Context: an optimization exercise on an open-source flow, tuned for small area. The choices shown serve that exercise and are no tape-out recipe. In this exercise RTL edits were held to simulation tests only and were not proved equivalent to the original. Power is estimated from default activity; no workload was simulated.

run A:
==> flow/design.v <==
module name_field_aoi222 (
    input  logic [2:0] s,
    input  logic [2:0] d,
    output logic       y
);
    assign y = ~|(s & d);
endmodule
module name_field_aoi22 (
    input  logic [1:0] s,
    input  logic [1:0] d,
    output logic       y
);
    assign y = ~|(s & d);
endmodule
module name_field_fin (
    input  logic [2:0] p,
    input  logic [1:0] s,
    input  logic [1:0] d,
    output logic       y
);
    assign y = ~&p | (|(s & d));
endmodule
module name_field_nand4 (
    input  logic [3:0] a,
    output logic       y
);
    assign y = ~&a;
endmodule
module name_field_after #(
    parameter int N = 10,
    parameter int W = 4
) (
    input  logic [W-1:0] idx,
    output logic [N-1:0] mask
);
    always_comb begin
        for (int i = 0; i < N; i++)
            mask[i] = (idx < W'(i));
    end
endmodule
module name_field_arbiter #(
    parameter int NUM_FIELDS = 10,
    parameter int DATA_W     = 160,
    parameter int IDX_W      = 4
) (
    input  logic                         clk,
    input  logic                         rst,
    input  logic [NUM_FIELDS*DATA_W-1:0] field_data,
    input  logic [NUM_FIELDS-1:0]        field_w,
    output logic [DATA_W-1:0]            out_data,
    output logic [IDX_W-1:0]             out_field,
    output logic                         out_last,
    output logic                         out_valid,
    input  logic                         out_ready,
    output logic [NUM_FIELDS-1:0]        overflow
);
    logic [NUM_FIELDS-1:0][DATA_W-1:0] hold_q;
    logic [NUM_FIELDS-1:0]             pend_q;
    logic [NUM_FIELDS-1:0]             ovf_q;
    logic [NUM_FIELDS-1:0]             seen_q;
    logic [NUM_FIELDS-1:0]             mask;
    logic                              valid_q;
    logic [DATA_W-1:0]                 data_q;
    logic [IDX_W-1:0]                  field_q;
    logic                  slot_free;
    logic                  grant_vld;
    logic [NUM_FIELDS-1:0] req_hi;
    logic [NUM_FIELDS-1:0] req;
    logic [NUM_FIELDS-1:0] req_before;
    logic [NUM_FIELDS-1:0] grant_vec;
    logic [NUM_FIELDS-1:0] seen_set;
    logic [IDX_W-1:0]      grant_idx;
    logic [DATA_W-1:0]     data_d;
    for (genvar i = 0; i < NUM_FIELDS; i++) begin : g_hold
        always_ff @(posedge clk) begin
            if (field_w[i]) hold_q[i] <= field_data[i*DATA_W +: DATA_W];
        end
    end
    assign slot_free = ~valid_q | out_ready;
    name_field_after #(.N(NUM_FIELDS), .W(IDX_W)) u_after (
        .idx (field_q),
        .mask(mask)
    );
    always_comb begin
        req_hi = pend_q & mask;
        req    = (|req_hi) ? req_hi : pend_q;
        req_before[0] = 1'b0;
        for (int i = 1; i < NUM_FIELDS; i++)
            req_before[i] = req_before[i-1] | req[i-1];
        grant_vld = slot_free & (|pend_q);
        grant_vec = {NUM_FIELDS{slot_free}} & req & ~req_before;
        grant_idx = '0;
        for (int i = 0; i < NUM_FIELDS; i++)
            if (grant_vec[i]) grant_idx = grant_idx | IDX_W'(i);
    end
    logic [10:0] sel;
    assign sel = {~slot_free, grant_vec};
    for (genvar b = 0; b < DATA_W; b++) begin : g_sel
        logic [10:0] col;
        logic [3:0]  part_n;
        for (genvar i = 0; i < NUM_FIELDS; i++) begin : g_col
            assign col[i] = hold_q[i][b];
        end
        assign col[10] = data_q[b];
        name_field_aoi222 u_p0 (.s(sel[2:0]),  .d(col[2:0]),  .y(part_n[0]));
        name_field_aoi222 u_p1 (.s(sel[5:3]),  .d(col[5:3]),  .y(part_n[1]));
        name_field_aoi222 u_p2 (.s(sel[8:6]),  .d(col[8:6]),  .y(part_n[2]));
        name_field_fin    u_or (.p(part_n[2:0]), .s(sel[10:9]), .d(col[10:9]), .y(data_d[b]));
    end
    assign seen_set = seen_q | grant_vec;
    always_ff @(posedge clk) begin
        data_q <= data_d;
    end
    always_ff @(posedge clk or posedge rst) begin
        if (rst) begin
            pend_q  <= '0;
            ovf_q   <= '0;
            seen_q  <= '0;
            field_q <= IDX_W'(NUM_FIELDS - 1);
            valid_q <= 1'b0;
        end else begin
            pend_q  <= field_w | (pend_q & ~grant_vec);
            ovf_q   <= ovf_q | (field_w & pend_q & ~grant_vec);
            valid_q <= grant_vld | ~slot_free;
            if (grant_vld) field_q <= grant_idx;
            seen_q  <= (&seen_set) ? '0 : seen_set;
        end
    end
    assign out_data  = data_q;
    assign out_field = field_q;
    assign out_last  = ~|seen_q;
    assign out_valid = valid_q;
    assign overflow  = ovf_q;
endmodule
Settings: LEC_CHECK=0, CAP_MARGIN=20, CORE_AREA=5 5 395 395, DIE_AREA=0 0 400 400, SLEW_MARGIN=20, SYNTH_HIERARCHICAL=1, SYNTH_MINIMUM_KEEP_SIZE=0; clock period 7.0 ns.
standard.sh (not shown) runs the stock make flow with config.mk's settings and CLKGATE_MAP_FILE= SYNTH_SCRIPT=/design/flow/synth_recipe.tcl, a recipe that flattens the netlist after the stock synthesis.
==> flow/flow/run.sh <==
#!/bin/bash
# The standard layout (standard.sh, unchanged synthesis) with these
# changes made through ORFS's own variables:
#   - port buffers use the smallest buffer instead of a delay cell;
#   - CTS uses clkbuf_8 leaf clusters of up to 16 sinks, clkbuf_4 above
#     them, and no dummy loads;
#   - IO pins may sit on adjacent tracks, so the die can be smaller;
#   - global routing holds back 10% of each layer instead of 20%
#     (flow/fastroute.tcl).
# All output of the tools goes to standard.log here (and ORFS's own logs
# under orfs/logs).
set -uo pipefail
export BUFFER_PORTS_ARGS="-buffer_cell sky130_fd_sc_hd__buf_1"
export CTS_ARGS="-sink_clustering_enable -repair_clock_nets -dont_use_dummy_load -buf_list sky130_fd_sc_hd__clkbuf_8 -tree_buf sky130_fd_sc_hd__clkbuf_4 -sink_clustering_size 16 -sink_clustering_max_diameter 60"
export PLACE_PINS_ARGS="-min_distance 1 -min_distance_in_tracks"
export FASTROUTE_TCL="$PWD/flow/fastroute.tcl"
bash standard.sh > standard.log 2>&1
==> flow/flow/fastroute.tcl <==
# Global routing layers as the platform sets them, with 10% of each layer's
# capacity held back instead of 20%.
set_global_routing_layer_adjustment $::env(MIN_ROUTING_LAYER)-$::env(MAX_ROUTING_LAYER) 0.1

set_routing_layers -clock $::env(MIN_CLK_ROUTING_LAYER)-$::env(MAX_ROUTING_LAYER)
set_routing_layers -signal $::env(MIN_ROUTING_LAYER)-$::env(MAX_ROUTING_LAYER)
## Diff of input files: run B against run A
- swapping 0 0 400 400 for 0 0 360 360 in DIE_AREA
- swapping 5 5 395 395 for 5 5 355 355 in CORE_AREA
- putting PLACE_DENSITY at 0.7 where nothing was set
Results
Compared with run A, in run B final weighted congestion in routability-driven placement rose 0.052, antenna diode count shows a reduction of 2.3%, total wire length after detailed routing dropped about 4%, final worst setup slack shows an increase of 43 ps. Compared with run A, in run B maximum fanout encountered on the critical timing path +24%, layout-stage area growth over the synthesis result -1.1 points, design area -670 um^2, smallest hold slack +44 ps.
Here is what was changed in the inputs of run C compared with run B.
--- a/flow/flow/run.sh
+++ b/flow/flow/run.sh
@@ -5 +5 @@
-#   - CTS uses clkbuf_8 leaf clusters of up to 16 sinks, clkbuf_4 above
+#   - CTS uses clkbuf_8 leaf clusters of up to 18 sinks, clkbuf_4 above
@@ -14 +14 @@
-export CTS_ARGS="-sink_clustering_enable -repair_clock_nets -dont_use_dummy_load -buf_list sky130_fd_sc_hd__clkbuf_8 -tree_buf sky130_fd_sc_hd__clkbuf_4 -sink_clustering_size 16 -sink_clustering_max_diameter 60"
+export CTS_ARGS="-sink_clustering_enable -repair_clock_nets -dont_use_dummy_load -buf_list sky130_fd_sc_hd__clkbuf_8 -tree_buf sky130_fd_sc_hd__clkbuf_4 -sink_clustering_size 18 -sink_clustering_max_diameter 60"
==> summary.txt <==
Power density normalized to cell area for run C is lower than for run B.
Going from run B to run C, the routed wire length was found to have gone up by 0.41%.
Status: maximum frequency parity (run B, run C)
Run C and run B ended up with nearly the same setup slack on the worst flop-to-flop path.
Diff run B..run C | global-route usage | negligible
From run B to run C, share of the yosys chip area belonging to registers did not move at all.
As of run C, via count of the first global-routing pass had fallen slightly compared to run B.
The power in run C was lower than what run B gave.

==> re-timing with driven ports <==
How much do the figures lean on ideal ports? The routed layouts below were timed once more, with nothing changed but the port constraints. Step 1: set_driving_cell puts a clkbuf_16 on clk and a buf_2 on each other input, an assumption about the parent block. Step 2 adds t to the input delays and takes it off the output delays; t is the mean of the earliest and latest rising clock arrival at the registers after step 1. Input paths then give back, and output paths get back, about the clock's delay inside the block. a / b / c = ideal / step 1 / step 2; a / b = the first two.
run	t, ns	setup slack, ns	worst slew at a driven data input, ns	cell pins on the clock port's net
run A	0.967	2.117 / 2.117 / 2.117	0.21	1
run B	1.010	2.161 / 2.161 / 1.972	0.25	1
run C	0.954	2.167 / 2.167 / 1.985	0.29	1
After both steps every run listed still meets setup and hold. For run B, which loses most, drivers alone change the setup slack by 0.000 ns; drivers and shift together by -0.189 ns.
